Context: an optimization exercise on an open-source flow, tuned for small area. The choices shown serve that exercise and are no tape-out recipe. Only the layout flow was run in this run; the RTL was not checked for function there. No activity file was given, so power comes from the tool's default toggle rates.

## flow/config.mk

```make
export PLATFORM = sky130hd
export DESIGN_NAME = knob_calc_top
export DESIGN_NICKNAME = knob_calc_top
export VERILOG_FILES = /design/flow/design.v
export SDC_FILE = /design/flow/constraint.sdc
export NUM_CORES = 4
export LEC_CHECK = 0
export CAP_MARGIN = 20
export CORE_MARGIN = 2
export CORE_UTILIZATION = 40
export SLEW_MARGIN = 20
```

## flow/flow/run.sh

```bash
#!/bin/bash
# Layout flow: the standard flow (standard.sh), with
#  - smaller port buffers and a clock tree without dummy loads (ORFS env knobs),
#  - the constant-0 output ports of two characters sharing one tie cell
#    (flow/ties.tcl, run on the placed design before clock tree synthesis).
# Each tool's output goes to a log file of its own in the work folder.
set -euo pipefail
W=$(pwd)
export RESULTS=$W/orfs/results/$FLOW_PLATFORM/knob_calc_top/base
export BUFFER_PORTS_ARGS="-buffer_cell sky130_fd_sc_hd__buf_1"
export CTS_ARGS="-sink_clustering_enable -repair_clock_nets -dont_use_dummy_load $(cat $W/flow/cts_args.txt)"
bash standard.sh place > $W/log_standard_place.log 2>&1
openroad -no_init -exit $W/flow/ties.tcl > $W/log_ties.log 2>&1
bash standard.sh > $W/log_standard_finish.log 2>&1
```

## flow/standard.sh

```bash
#!/bin/bash
# synth_recipe.tcl (not shown) runs the flow's synth.tcl, then flattens the netlist and writes it again
# the make line also repeats each setting of config.mk as NAME=value (left out here)
make -C /OpenROAD-flow-scripts/flow DESIGN_CONFIG=/design/flow/config.mk WORK_HOME=/design/flow/orfs CLKGATE_MAP_FILE= SYNTH_SCRIPT=/design/flow/synth_recipe.tcl "${@:-finish}"
```

## flow/design.v

```verilog
`timescale 1ns/1ps
`default_nettype none
module knob_calc_top (
        input  logic         clk,
        input  logic         reset,
        input  logic         rot,
        input  logic [3:0]   bits,
        output logic [127:0] line1,
        output logic [127:0] line2
);
        logic        rot_q;
        logic [3:0]  c;
        logic [2:0]  opcode;
        logic [3:0]  lo;
        logic [4:0]  addr;
        logic [15:0] tmp_a;      
        logic [15:0] tmp_b;      
        logic        pend;       
        logic        wr_pend;    
        logic        disp_q;
        logic [2:0]  p;
        logic        clr;
        logic [15:0] l1;
        logic [15:0] l2;
        logic        shown;
        logic [15:0] ring [4][8];
        wire turn = rot & ~rot_q;
        wire op_write  = (opcode == 3'd0);
        wire op_read   = (opcode == 3'd1);
        wire op_pair   = (opcode == 3'd2);
        wire op_sub    = (opcode == 3'd6);
        wire op_shift  = (opcode == 3'd7);
        wire op_addsub = (opcode == 3'd5) || op_sub;
        logic [3:0] c_last;
        always_comb begin
                case (opcode)
                        3'd1:    c_last = 4'd4;
                        3'd2:    c_last = 4'd6;
                        3'd7:    c_last = 4'd7;
                        default: c_last = 4'd8;
                endcase
        end
        wire t_hi   = turn && !op_write && ((c == 4'd2) || (c == 4'd4 && !op_read) || (c == 4'd6 && op_addsub))
                   || turn && op_write && (c == 4'd2);
        wire t_read = t_hi && ((c == 4'd2 && !op_write) || (c == 4'd4 && (op_pair || op_addsub)));
        wire t_data = turn && op_write && (c >= 4'd4) && (c <= 4'd7);
        wire t_shft = turn && op_shift && (c == 4'd5);
        wire t_add  = turn && op_addsub && (c == 4'd7);
        wire t_wr   = (turn && op_write && (c == 4'd7)) || t_shft || t_add;
        wire second = c[2] && (c[1] || c[0]);
        wire        rmatch = (addr[1:0] == p[1:0]);
        wire        tap4 = addr[2] ^ p[2];
        wire [15:0] rraw = tap4 ? ring[addr[4:3]][4] : ring[addr[4:3]][0];
        wire [15:0] rv = clr ? 16'h0000 : rraw;
        wire        cap = pend && rmatch;
        wire        cap_a = cap && (op_pair ? !second : second);
        wire        cap_b = cap && !cap_a;
        wire [15:0] sum = op_sub ? tmp_b - tmp_a : tmp_b + tmp_a;
        wire        wnow = wr_pend && (addr[2:0] == p);
        always_ff @(posedge clk) begin
                for (int r = 0; r < 4; r++) begin
                        for (int k = 0; k < 7; k++)
                                ring[r][k] <= ring[r][k+1];
                        ring[r][7] <= (clr || (wnow && addr[4:3] == r[1:0])) ? tmp_b : ring[r][0];
                end
        end
        always_ff @(posedge clk) begin
                if (reset) begin
                        rot_q   <= 1'b0;
                        c       <= 4'd0;
                        pend    <= 1'b0;
                        wr_pend <= 1'b0;
                        disp_q  <= 1'b0;
                        p       <= 3'd0;
                        clr     <= 1'b1;
                end else begin
                        rot_q  <= rot;
                        disp_q <= 1'b0;
                        p      <= p + 3'd1;
                        if (p == 3'd7)
                                clr <= 1'b0;
                        if (cap)
                                pend <= 1'b0;
                        if (t_read)
                                pend <= 1'b1;
                        if (wnow)
                                wr_pend <= 1'b0;
                        if (t_wr)
                                wr_pend <= 1'b1;
                        if (turn) begin
                                if (c == 4'd0) begin
                                        if (bits[2:0] != 3'd3 && bits[2:0] != 3'd4)
                                                c <= 4'd1;
                                end else if (c == c_last) begin
                                        c      <= 4'd0;
                                        disp_q <= 1'b1;
                                end else begin
                                        c <= c + 4'd1;
                                end
                        end
                end
        end
        always_ff @(posedge clk) begin
                if (turn && c == 4'd0)
                        opcode <= bits[2:0];
                if (turn)
                        lo <= bits;
                if (t_hi)
                        addr <= {bits[0], lo};
                if (cap_a)
                        tmp_a <= rv;
        end
        always_ff @(posedge clk) begin
                if (reset)
                        tmp_b <= 16'h0000;
                else if (cap_b)
                        tmp_b <= rv;
                else if (t_add)
                        tmp_b <= sum;
                else if (t_shft)
                        tmp_b <= tmp_b << bits;
                else if (t_data)
                        tmp_b <= {lo, tmp_b[15:4]};
        end
        always_ff @(posedge clk) begin
                if (reset) begin
                        l1    <= 16'h0000;
                        l2    <= 16'h0000;
                        shown <= 1'b0;
                end else if (disp_q) begin
                        l1    <= op_pair ? tmp_a : {11'd0, addr};
                        l2    <= tmp_b;
                        shown <= 1'b1;
                end
        end
        for (genvar i = 0; i < 16; i++) begin : g_char
                assign line1[i*8 +: 8] = {2'b00, shown, shown, 3'b000, l1[i]};
                assign line2[i*8 +: 8] = {2'b00, shown, shown, 3'b000, l2[i]};
        end
endmodule
`default_nettype wire
```

## flow/constraint.sdc

```tcl
create_clock -name core_clock -period 5.0 [get_ports {clk}]
set_input_delay 1.0000 -clock core_clock [delete_from_list [all_inputs] [get_ports {clk}]]
set_output_delay 1.0000 -clock core_clock [all_outputs]
set_load 0.01 [all_outputs]
```

## flow/flow/ties.tcl

```tcl
# Let the constant-0 output ports of two neighbouring characters share a single
# tie cell. repair_tie_fanout gives every constant port a tie cell of its own;
# here the ports line<n>[8i+k] of characters 2j and 2j+1 (n = 1, 2) are put on
# the net of one of them and the other tie cells are deleted.
read_db $::env(RESULTS)/3_place.odb
set block [ord::get_db_block]
array set keep {}
set removed 0
foreach inst [$block getInsts] {
  if {[[$inst getMaster] getName] ne "sky130_fd_sc_hd__conb_1"} { continue }
  set net [[$inst findITerm LO] getNet]
  if {$net eq "NULL"} { continue }
  set bterms [$net getBTerms]
  if {[llength $bterms] != 1 || [llength [$net getITerms]] != 1} { continue }
  set bt [lindex $bterms 0]
  if {![regexp {^(line[12])\[(\d+)\]$} [$bt getName] -> ln bit]} { continue }
  set key "$ln/[expr {$bit / 16}]"
  if {![info exists keep($key)]} {
    set keep($key) $net
    continue
  }
  $bt disconnect
  $bt connect $keep($key)
  odb::dbInst_destroy $inst
  odb::dbNet_destroy $net
  incr removed
}
puts "ties.tcl: removed $removed tie cells, [array size keep] kept"
write_db $::env(RESULTS)/3_place.odb
```

## flow/flow/cts_args.txt

```
-sink_clustering_size 20 -sink_clustering_max_diameter 60 -buf_list sky130_fd_sc_hd__clkbuf_8
```

==> flow_metrics.env <==
export IMPL_p_clk_frac=0.293
export IMPL_min_path_type="reg -> reg"
export IMPL_p_seq_frac=0.678
export IMPL_synth_flop_cell="dfxtp_1"
export IMPL_register_area_sq_um=12300
export IMPL_vias=10400
export IMPL_area_growth_pct=-0.428
export IMPL_antenna_found_initial=3
export IMPL_grt_use_total=0.169
export IMPL_ys_types=82
export IMPL_required_ns=5.45
export IMPL_post_drt_wl_per_cell_um=21.1
export IMPL_multiInputGateArea_sq_um=5230
export IMPL_drive_gt1_frac=0.137
export IMPL_instances_no_fill=2055
export IMPL_path_clk_slew_ns=0.11
export IMPL_cp_max_fo=7
export IMPL_setup_tns_ns=0
export IMPL_critPathKind="reg -> reg"
export IMPL_outcome="no timing/DRC/antenna violations"
export IMPL_ys_async_sr_fraction=0
export IMPL_layout_nets=1464
export IMPL_start_util=0.403
export IMPL_cp_end_kind="flip-flop"
export IMPL_syn_inst=1547
export IMPL_root_buffer="clkbuf_8"
export IMPL_power_density_nw_per_um2=366
export IMPL_fmax_ghz=0.286
export IMPL_post_cts_resized=0
export IMPL_relSlewSlack=0.362
export IMPL_drtAntennaViolNets=0
export IMPL_final_hold_viol_count=0
export IMPL_num_fill_cells=4545
export IMPL_die_h_um=225
export IMPL_drtPass1Iterations=5
export IMPL_routabilityCongestion=0.933
export IMPL_p_int_mw=5.60
export IMPL_setup_viol=0
export IMPL_grt_max_degree=66
export IMPL_ioPinCount=263
export IMPL_synth_seq_cells=601
export IMPL_cts_post_setup_buffers_inserted=0
export IMPL_rsz0062_at_grt="no"
export IMPL_rows=81
export IMPL_htree_levels=2
export IMPL_totalWireLength_mm=43.3
export IMPL_tightest_slew_ns=0.957
export IMPL_avgSynthCellArea_sq_um=12.7
export IMPL_vdd_drop_max_uv=142
export IMPL_path_cells="inv_1 -> ha_1 -> nand2b_1 -> or4_1 -> nor2_1 -> a21oi_1 -> xnor2_1 -> ha_1 -> o211ai_1 -> or2_2 -> o21a_1 -> a41oi_1 -> mux2i_1 -> o22ai_1"
export IMPL_synth_edf_count=28
export IMPL_remaining_drc_errors=0
export IMPL_skew_ns=0.0762
export IMPL_grt_overflow_total=0
export IMPL_core_area_sq_um=48600
export IMPL_vias_per_cell=5.06
export IMPL_power_share_switching=0.216
export IMPL_cpMaxStageDelayCell="edfxtp_1"
export IMPL_synthesis_area_sq_um=19600
export IMPL_arrival_ns=3.94
export IMPL_grt_pass1_vias=10200
export IMPL_die_w_um=225
export IMPL_min_period_ns=3.49
export IMPL_switching_power_mw=1.54
export IMPL_clock_path_buffers=3
export IMPL_placed_cells=2157
export IMPL_insertion_delay_ns=0.61
export IMPL_worstSetupStartpointType="flip-flop"
export IMPL_clock_sinks=601
export IMPL_cts_hold_buffers=0
export IMPL_numCtsBuffers=40
export IMPL_first_iter_violations=570
export IMPL_yosysSeqAreaShare=0.628
export IMPL_post_route_period_util=0.699
export IMPL_numPortBuffers=102
export IMPL_crit_top_cell="ha_1"
export IMPL_die_area_sq_um=50800
export IMPL_grt_pass1_wl_mm=64.1
export IMPL_cts_tree="done"
export IMPL_max_stage_delay_ns=0.45
export IMPL_yosysWarnings=2
export IMPL_p_leak_nw=7.30
export IMPL_drv_slew=0
export IMPL_dpl_hpwl_mm=26.8
export IMPL_maxCapViolCount=0
export IMPL_comb_power_share=0.029
Yosys cell counts, types with 20 or more instances:
cell type	n	area (sq um)
dfxtp_1	573	11500
buf_4	235	1760
xnor2_1	22	193
ha_1	22	275
clkbuf_1	36	135
inv_1	21	78.8
a21oi_1	60	300
mux2_2	72	811
mux4_2	40	901
nand2b_1	20	125
mux2i_1	34	340
nand2_1	64	240
nand3_1	24	120
o21ai_0	26	130
nor2_1	61	229
edfxtp_1	28	841
final timing paths:
kind	start	endpoint	slack (ns)	cells after the start
min reg2reg	ring[6][6]$_DFF_P_	ring[5][6]$_DFF_P_	0.29	0
max reg2reg	tmp_a[0]$_DFFE_PP_	tmp_b[13]$_SDFFE_PP0P_	1.51	14
max	tmp_a[0]$_DFFE_PP_	tmp_b[13]$_SDFFE_PP0P_	1.51	14
min	ring[6][6]$_DFF_P_	ring[5][6]$_DFF_P_	0.29	0
metal layers:
layer,share of wire,vias up,track usage
met2,0.48,452,0.290
met5,0.00030,-,0
met3,0.064,87,0.0369
met1,0.43,5041,0.210
met4,0.032,2,0.0596
li1,-,4813,-
cell families (layout without fill, tap and decap cells):
logic type / Yosys count / after routing / synth area share
AO/OA/AOI/OAI: 200 / 200 / 0.0701
other: 1 / 17 / 0.000191
adder cells (fa/ha/maj): 23 / 23 / 0.0151
multiplexers: 148 / 148 / 0.106
buffers and inverters: 315 / 185 / 0.109
AND/OR/NAND/NOR: 230 / 230 / 0.0577
flip-flops: 601 / 601 / 0.628
XOR/XNOR: 29 / 29 / 0.0137
worst max-delay path, delay by kind of cell, from the launching register on:
family / cells / cell delay (ns)
xor gates and xnor gates: 1 / 0.14
DFF: 1 / 0.45
muxes: 1 / 0.24
adders and majority gates: 2 / 0.56
buffers and inverters: 1 / 0.09
and+or+nand+nor: 4 / 1.06
AOI/OAI and AO/OA: 5 / 0.87
registers in the layout (all words and copies together), names as in the netlist, 3 cells and up:
register / count
l2: 16
opcode: 3
c: 4
p: 3
addr: 5
ring: 512
tmp_b: 16
l1: 16
tmp_a: 16
lo: 4
cell type report:
cell class	count	share of cell area
multi-input combinational	646	0.268
clock buffer	40	0.0282
timing repair buffer	123	0.0285
sequential	601	0.631
antenna	1	0.000128
inverter	22	0.00423
tap	622	0.0399
layout by cell type (no fill, tap or decap), types with 10 or more instances in the layout:
master	count
a21oi_1	60
a22o_1	10
a31oi_1	11
buf_1	100
buf_4	20
clkbuf_8	40
conb_1	16
dfxtp_1	571
edfxtp_1	28
ha_1	22
inv_1	21
mux2_2	72
mux2i_1	34
mux4_2	40
nand2_1	64
nand2b_1	20
nand3_1	24
nor2_1	61
nor3_1	12
o21a_1	10
o21ai_0	26
xnor2_1	22
power by group through the flow:
stage | combinational (mW) | clock [mW] | sequential (mW)
global route | 0.228 | 2.32 | 4.84
CTS | 0.185 | 2.16 | 4.84
finish | 0.210 | 2.09 | 4.84
global placement | 0.184 | 0 | 4.95
floorplan | 0.255 | 0 | 4.94
detailed placement | 0.185 | 0 | 4.95
stage by stage:
step / instance area, sq um / hold WS (ns) / worst slack (ns) / util / power [mW]
final: 19500 / 0.288 / 1.51 / 0.401 / 7.14
after global routing: 19500 / 0.296 / 1.24 / 0.401 / 7.39
after CTS: 19500 / 0.300 / 1.51 / 0.401 / 7.19
after detailed placement: 19500 / 0.312 / 1.46 / 0.400 / 5.14
after global placement: 19500 / 0.310 / 1.55 / 0.400 / 5.13
after floorplan: 20200 / 0.310 / 1.80 / - / 5.20

==> separate check: timing with driven ports <==
The results above use ideal ports. As a check the final layout listed here was re-extracted and re-timed, cells and wires unchanged.
Step 1: set_driving_cell puts a clkbuf_16 on clk and a buf_2 on each other input, an assumption about the parent block.
Step 2 also shifts input and output timing later by t, the mid clock arrival at the registers, as if the neighbouring blocks saw the same clock.
Three values: ideal ports, drivers, drivers and shift; two values: the first two.
shift t [ns]: 0.631
setup slack, ns: 1.505 / 1.505 / 1.505
worst hold slack (ns): 0.288 / 0.288 / 0.288
clock arrival spread, ns: 0.085 / 0.085
slew at the worst register clock pin (ns): 0.12 / 0.12
After both steps this run still meets setup and hold. For this run, drivers alone change the setup slack by 0.000 ns; drivers and shift together by 0.000 ns.
